Context: an optimization exercise on an open-source flow, tuned for small area, a short achievable clock period and few clock cycles. The choices shown serve that exercise and are no tape-out recipe.
In this exercise RTL edits were held to simulation tests only and were not proved equivalent to the original.
Power figures rest on the tool's default switching activity, not on a simulated workload.

== wip/harbor ==
==> flow/design.v <==
package rt_pkg;
    localparam int unsigned CAMERA_IW = 16;
    localparam int unsigned CAMERA_QW = 16;
    localparam int unsigned CAMERA_WL = CAMERA_IW + CAMERA_QW;
endpackage
module rt_rgu #(
    parameter int unsigned WL = rt_pkg::CAMERA_WL
) (
    input  logic [WL-1:0] base,
    input  logic [WL-1:0] delta,
    input  logic          cin,
    output logic [WL-1:0] next
);
    localparam int unsigned LV = $clog2(WL);
    logic [(LV+1)*WL-1:0] g, p;
    logic [WL-1:0]        hp;
    assign hp = base ^ delta;
    always_comb begin
        g = '0;
        p = '0;
        g[WL-1:0] = base & delta;
        p[WL-1:0] = hp;
        g[0] = (base[0] & delta[0]) | (hp[0] & cin);
        for (int l = 0; l < LV; l++) begin
            for (int i = 0; i < WL; i++) begin
                if (((i >> l) & 1) == 1) begin
                    g[(l+1)*WL + i] = g[l*WL + i]
                                    | (p[l*WL + i] & g[l*WL + ((i >> l) << l) - 1]);
                    p[(l+1)*WL + i] = p[l*WL + i] & p[l*WL + ((i >> l) << l) - 1];
                end else begin
                    g[(l+1)*WL + i] = g[l*WL + i];
                    p[(l+1)*WL + i] = p[l*WL + i];
                end
            end
        end
        next = hp ^ {g[LV*WL +: WL-1], cin};
    end
endmodule
module rt_frag_stream #(
    parameter int unsigned IW = rt_pkg::CAMERA_IW,
    parameter int unsigned QW = rt_pkg::CAMERA_QW
) (
    input  logic          clk,
    input  logic          resetn,
    input  logic          start,
    input  logic          abort,
    output logic          busy,
    output logic          done,
    input  logic [31:0]   image_width,
    input  logic [31:0]   image_height,
    input  logic [31:0]   camera_center_x,
    input  logic [31:0]   camera_center_y,
    input  logic [31:0]   camera_center_z,
    input  logic [31:0]   pixel_delta_u_x,
    input  logic [31:0]   pixel_delta_u_y,
    input  logic [31:0]   pixel_delta_u_z,
    input  logic [31:0]   pixel_delta_v_x,
    input  logic [31:0]   pixel_delta_v_y,
    input  logic [31:0]   pixel_delta_v_z,
    input  logic [31:0]   pixel_00_loc_x,
    input  logic [31:0]   pixel_00_loc_y,
    input  logic [31:0]   pixel_00_loc_z,
    output logic          m_valid,
    input  logic          m_ready,
    output logic [31:0]   m_data,
    output logic          m_last
);
    logic [IW-1:0] img_w, img_h;
    logic          unused_bits;
    logic busy_q, init_q, valid_q, done_q;
    logic          lc_q, lr_q, last_q, w1_q;
    logic [IW-1:0] xrem_q, yrem_q, w_q;
    logic [31:0]   acc_q, row_q, step_q;
    logic          idle, hs, adv, row_start, row_adv, lc_a, lr_a, lc_d;
    logic [IW-1:0] xdec, ydec;
    logic [31:0]   sum;
    assign img_w = image_width[QW +: IW];
    assign img_h = image_height[QW +: IW];
    assign unused_bits = ^{image_width[QW-1:0], image_height[QW-1:0],
                           camera_center_y, camera_center_z,
                           pixel_delta_u_y, pixel_delta_u_z,
                           pixel_delta_v_y, pixel_delta_v_z,
                           pixel_00_loc_y, pixel_00_loc_z};
    assign idle      = ~(init_q | valid_q);
    assign hs        = valid_q & m_ready;
    assign adv       = init_q | hs;
    assign row_start = init_q | lc_q;
    assign xdec      = xrem_q - IW'(1);
    assign ydec      = yrem_q - IW'(1);
    rt_rgu #(
        .WL (32)
    ) u_rgu (
        .base  (lc_q ? row_q : acc_q),
        .delta (step_q),
        .cin   (init_q),
        .next  (sum)
    );
    always_comb begin
        lc_a = lc_q ? w1_q : (xrem_q == IW'(2));
        lr_a = row_start ? (yrem_q == IW'(1)) : lr_q;
    end
    always_ff @(posedge clk or negedge resetn) begin
        if (!resetn) begin
            busy_q  <= 1'b0;
            init_q  <= 1'b0;
            valid_q <= 1'b0;
            done_q  <= 1'b0;
        end else begin
            done_q <= 1'b0;
            init_q <= 1'b0;
            if (abort) begin
                busy_q  <= 1'b0;
                valid_q <= 1'b0;
            end else if (!busy_q) begin
                if (start) begin
                    if (img_w != '0 && img_h != '0) begin
                        busy_q <= 1'b1;
                        init_q <= 1'b1;
                    end else begin
                        done_q <= 1'b1;
                    end
                end
            end else if (init_q) begin
                valid_q <= 1'b1;
            end else if (hs && last_q) begin
                busy_q  <= 1'b0;
                valid_q <= 1'b0;
                done_q  <= 1'b1;
            end
        end
    end
    assign row_adv = adv & row_start;
    assign lc_d    = idle | (adv ? lc_a : lc_q);
    always_ff @(posedge clk) begin
        step_q <= lc_d ? (idle ? ~camera_center_x : pixel_delta_v_x) : pixel_delta_u_x;
        row_q  <= row_adv ? sum : (idle ? pixel_00_loc_x : row_q);
        yrem_q <= row_adv ? ydec : (idle ? img_h : yrem_q);
        lc_q   <= lc_d;
        if (idle) begin
            w_q    <= img_w;
            w1_q   <= (img_w == IW'(1));
        end
        if (adv) begin
            acc_q  <= sum;
            xrem_q <= lc_q ? w_q : xdec;
            lr_q   <= lr_a;
            last_q <= lc_a & lr_a;
        end
    end
    assign busy    = busy_q;
    assign done    = done_q;
    assign m_valid = valid_q;
    assign m_data  = acc_q;
    assign m_last  = last_q;
endmodule
export LEC_CHECK = 0
export CAP_MARGIN = 20
export CORE_MARGIN = 2
export CORE_UTILIZATION = 40
export GPL_TIMING_DRIVEN = 0
export SLEW_MARGIN = 20
export TNS_END_PERCENT = 0
create_clock -name core_clock -period 10.0 [get_ports {clk}]
standard.sh (not shown) runs the stock make flow with config.mk's settings and CLKGATE_MAP_FILE= SYNTH_SCRIPT=/design/flow/synth_recipe.tcl, a recipe that flattens the netlist after the stock synthesis.
==> flow/flow/run.sh <==
#!/bin/bash
# Standard ORFS layout with small port buffers, a compact clock tree and a
# tighter setup target for the resizer's timing repair. Each ORFS step keeps
# its full log under orfs/logs; make's own output goes to standard_make.log.
set -euo pipefail
export BUFFER_PORTS_ARGS="-buffer_cell sky130_fd_sc_hd__buf_1"
export CTS_ARGS="-sink_clustering_enable -repair_clock_nets -buf_list {sky130_fd_sc_hd__clkbuf_8} -sink_clustering_size 30 -sink_clustering_max_diameter 100 -dont_use_dummy_load"
bash standard.sh BUFFER_PORTS_ARGS="$BUFFER_PORTS_ARGS" CTS_ARGS="$CTS_ARGS" SETUP_SLACK_MARGIN=7.0 finish > standard_make.log 2>&1
Testbench counts of wip/harbor, summed over its fixed seeds: cycles 25,740.
#### Input delta (wip/cedar over wip/harbor)
Settings: GPL_TIMING_DRIVEN removed (was 0); TNS_END_PERCENT removed (was 0).
--- a/flow/flow/run.sh
+++ b/flow/flow/run.sh
@@ -7,2 +7,2 @@
 export CTS_ARGS="-sink_clustering_enable -repair_clock_nets -buf_list {sky130_fd_sc_hd__clkbuf_8} -sink_clustering_size 30 -sink_clustering_max_diameter 100 -dont_use_dummy_load"
-bash standard.sh BUFFER_PORTS_ARGS="$BUFFER_PORTS_ARGS" CTS_ARGS="$CTS_ARGS" SETUP_SLACK_MARGIN=7.0 finish > standard_make.log 2>&1
+bash standard.sh BUFFER_PORTS_ARGS="$BUFFER_PORTS_ARGS" CTS_ARGS="$CTS_ARGS" SETUP_SLACK_MARGIN=7.3 finish > standard_make.log 2>&1
==> comparison <==
Between wip/harbor and wip/cedar, the peak clock frequency supported by timing is lower for wip/harbor. wip/cedar ended up with row_q[26]$_DFFE_PP_ as its end of the critical path; wip/harbor ended up with row_q[30]$_DFFE_PP_. Between wip/cedar and wip/harbor, it is wip/cedar whose transition time at the pin with the least slew margin is higher, by 0.077 ns. wip/cedar against wip/harbor: first-pass GRT wire length rose by 2300 µm; proportion of total power due to net switching rose by 0.82 points.
Edits applied to the flow inputs when going from wip/cedar to wip/ember:
Settings: setting TNS_END_PERCENT to 0 for the first time.
==> flow/flow/run.sh <==
#!/bin/bash
# Standard ORFS layout with small port buffers, a compact clock tree and a
# tighter setup target for the resizer's timing repair. Each ORFS step keeps
# its full log under orfs/logs; make's own output goes to standard_make.log.
set -euo pipefail
export BUFFER_PORTS_ARGS="-buffer_cell sky130_fd_sc_hd__buf_1"
export CTS_ARGS="-sink_clustering_enable -repair_clock_nets -buf_list {sky130_fd_sc_hd__clkbuf_8} -sink_clustering_size 60 -sink_clustering_max_diameter 300 -sink_clustering_levels 1 -dont_use_dummy_load"
bash standard.sh BUFFER_PORTS_ARGS="$BUFFER_PORTS_ARGS" CTS_ARGS="$CTS_ARGS" SETUP_SLACK_MARGIN=7.0 finish > standard_make.log 2>&1
--- outcome ---
Changes observed in wip/ember relative to wip/cedar: overall track demand over capacity in global routing went down 1.8 points, number of antenna cells inserted has increased, worst setup timing slack at the placement stage rose by 0.093 ns, share of the clock period used by the worst path saw a decrease, worst hold slack has decreased.
#### Input delta (wip/indigo over wip/ember)
Settings: swapping 40 for 50 in CORE_UTILIZATION.
--- a/flow/flow/run.sh
+++ b/flow/flow/run.sh
@@ -6,3 +6,3 @@
 export BUFFER_PORTS_ARGS="-buffer_cell sky130_fd_sc_hd__buf_1"
-export CTS_ARGS="-sink_clustering_enable -repair_clock_nets -buf_list {sky130_fd_sc_hd__clkbuf_8} -sink_clustering_size 60 -sink_clustering_max_diameter 300 -sink_clustering_levels 1 -dont_use_dummy_load"
+export CTS_ARGS="-sink_clustering_enable -repair_clock_nets -buf_list {sky130_fd_sc_hd__clkbuf_8} -sink_clustering_size 30 -sink_clustering_max_diameter 100 -dont_use_dummy_load"
 bash standard.sh BUFFER_PORTS_ARGS="$BUFFER_PORTS_ARGS" CTS_ARGS="$CTS_ARGS" SETUP_SLACK_MARGIN=7.0 finish > standard_make.log 2>&1
Notes after the runs:
wip/indigo did not finish; the tool stopped in 3_2_place_iop with error PPL-0024. wip/ember → wip/indigo: initial standard-cell utilization of the core rose by 9.9 points; overall die width fell by 15 µm; register bit count reported by yosys stayed essentially flat; parity-gate share of the synthesized area counting xor and xnor cells stayed essentially flat. For the total number of placement rows, wip/indigo came in 5 lower than wip/ember did. From wip/ember to wip/indigo the numbers moved as follows: proportion of register bits with asynchronous set or reset after synthesis neither gained nor lost much; number of instances in the synthesized netlist neither gained nor lost much; fraction of the mapped netlist area in compound gates neither gained nor lost much.
diff inputs: wip/indigo => wip/umber
Settings: CORE_UTILIZATION now 40, was 50.
--- a/flow/flow/run.sh
+++ b/flow/flow/run.sh
@@ -7,2 +7,2 @@
 export CTS_ARGS="-sink_clustering_enable -repair_clock_nets -buf_list {sky130_fd_sc_hd__clkbuf_8} -sink_clustering_size 30 -sink_clustering_max_diameter 100 -dont_use_dummy_load"
-bash standard.sh BUFFER_PORTS_ARGS="$BUFFER_PORTS_ARGS" CTS_ARGS="$CTS_ARGS" SETUP_SLACK_MARGIN=7.0 finish > standard_make.log 2>&1
+bash standard.sh BUFFER_PORTS_ARGS="$BUFFER_PORTS_ARGS" CTS_ARGS="$CTS_ARGS" SETUP_SLACK_MARGIN=7.3 SETUP_MOVE_SEQUENCE=unbuffer,sizeup,swap,buffer MATCH_CELL_FOOTPRINT=0 finish > standard_make.log 2>&1
Notes after the runs:
- Tool error PPL-0024 stopped wip/indigo during 3_2_place_iop; no final results.
- Both conditions hold for wip/umber: the flow ran to the end and the final layout passed the timing, design-rule and antenna checks.
- Looking at wip/umber and wip/indigo, the simple-gate share of the synthesized area is a wash.
- Number of standard-cell rows in the floorplan (wip/umber / wip/indigo): 1.11
- Relative to wip/indigo, the chip height measured on wip/umber has increased by more than 10%.
- As far as synthesized area goes, wip/umber and wip/indigo are indistinguishable; the numbers are identical.
- Per the comparison of wip/umber with wip/indigo, instance count of the mapped netlist stayed essentially flat, width of the die rose by 11%.
- Multiplexer share of the synthesized area came out exactly the same in wip/umber and wip/indigo.
- Count of cell types in the netlist: wip/umber vs wip/indigo identical
- wip/umber: effective utilization at floorplan 9.9 points below wip/indigo
- wip/indigo -> wip/umber: post-synthesis sequential element count delta 0, exact match
The inputs of wip/xenon differ from those of wip/umber as listed below.
Settings: changing CORE_UTILIZATION from 40 to 45.
--- a/flow/flow/run.sh
+++ b/flow/flow/run.sh
@@ -7,2 +7,2 @@
 export CTS_ARGS="-sink_clustering_enable -repair_clock_nets -buf_list {sky130_fd_sc_hd__clkbuf_8} -sink_clustering_size 30 -sink_clustering_max_diameter 100 -dont_use_dummy_load"
-bash standard.sh BUFFER_PORTS_ARGS="$BUFFER_PORTS_ARGS" CTS_ARGS="$CTS_ARGS" SETUP_SLACK_MARGIN=7.3 SETUP_MOVE_SEQUENCE=unbuffer,sizeup,swap,buffer MATCH_CELL_FOOTPRINT=0 finish > standard_make.log 2>&1
+bash standard.sh BUFFER_PORTS_ARGS="$BUFFER_PORTS_ARGS" CTS_ARGS="$CTS_ARGS" SETUP_SLACK_MARGIN=7.0 finish > standard_make.log 2>&1
Results
Going from wip/umber to wip/xenon, met3 demand-to-capacity share in global routing now sits higher, power attributed to combinational cells now sits higher, overall die area now sits lower.
Compared with wip/umber, in wip/xenon sequential cell count level; proportion of synthesized flip-flops having asynchronous set or reset level; final instance count without filler cells moved down; internal power moved up.
Every stage of the flow completed for wip/xenon, and the final layout passed the timing, design-rule and antenna checks.
Per the comparison of wip/xenon with wip/umber, critical path depth grew by 9, area of combinational cells with multiple inputs picked up an extra about 1.5%, non-clock buffer total of the final layout up 4.9%.

==> re-timing with driven ports <==
In the flow no input, the clock included, has a driving cell. The finished layouts below were timed again as built, in two steps. Step 1: set_driving_cell puts a clkbuf_16 on clk and a buf_2 on each other input, an assumption about the parent block. Step 2 also shifts input and output timing later by t, the mid clock arrival at the registers, as if the neighbouring blocks saw the same clock. a / b / c = no drivers / after step 1 / after step 2; a / b = the first two.
run | t, ns | setup WS [ns] | hold WS [ns] | latest minus earliest clock arrival (ns) | pins driven straight from the clock port
wip/harbor | 0.474 | 6.636 / 6.636 / 6.191 | 0.534 / 0.534 / 0.534 | 0.030 / 0.030 | 1
wip/cedar | 0.481 | 6.719 / 6.719 / 6.658 | 0.523 / 0.523 / 0.523 | 0.029 / 0.029 | 1
wip/ember | 0.478 | 6.769 / 6.769 / 6.307 | 0.517 / 0.517 / 0.517 | 0.032 / 0.032 | 1
wip/umber | 0.469 | 6.613 / 6.612 / 6.143 | 0.527 / 0.527 / 0.527 | 0.038 / 0.038 | 1
wip/xenon | 0.489 | 6.714 / 6.714 / 6.258 | 0.536 / 0.536 / 0.536 | 0.032 / 0.032 | 1
After both steps every run listed still meets setup and hold. The setup slack of wip/umber, which loses most, moves by -0.001 ns with the drivers and by -0.470 ns with both steps.
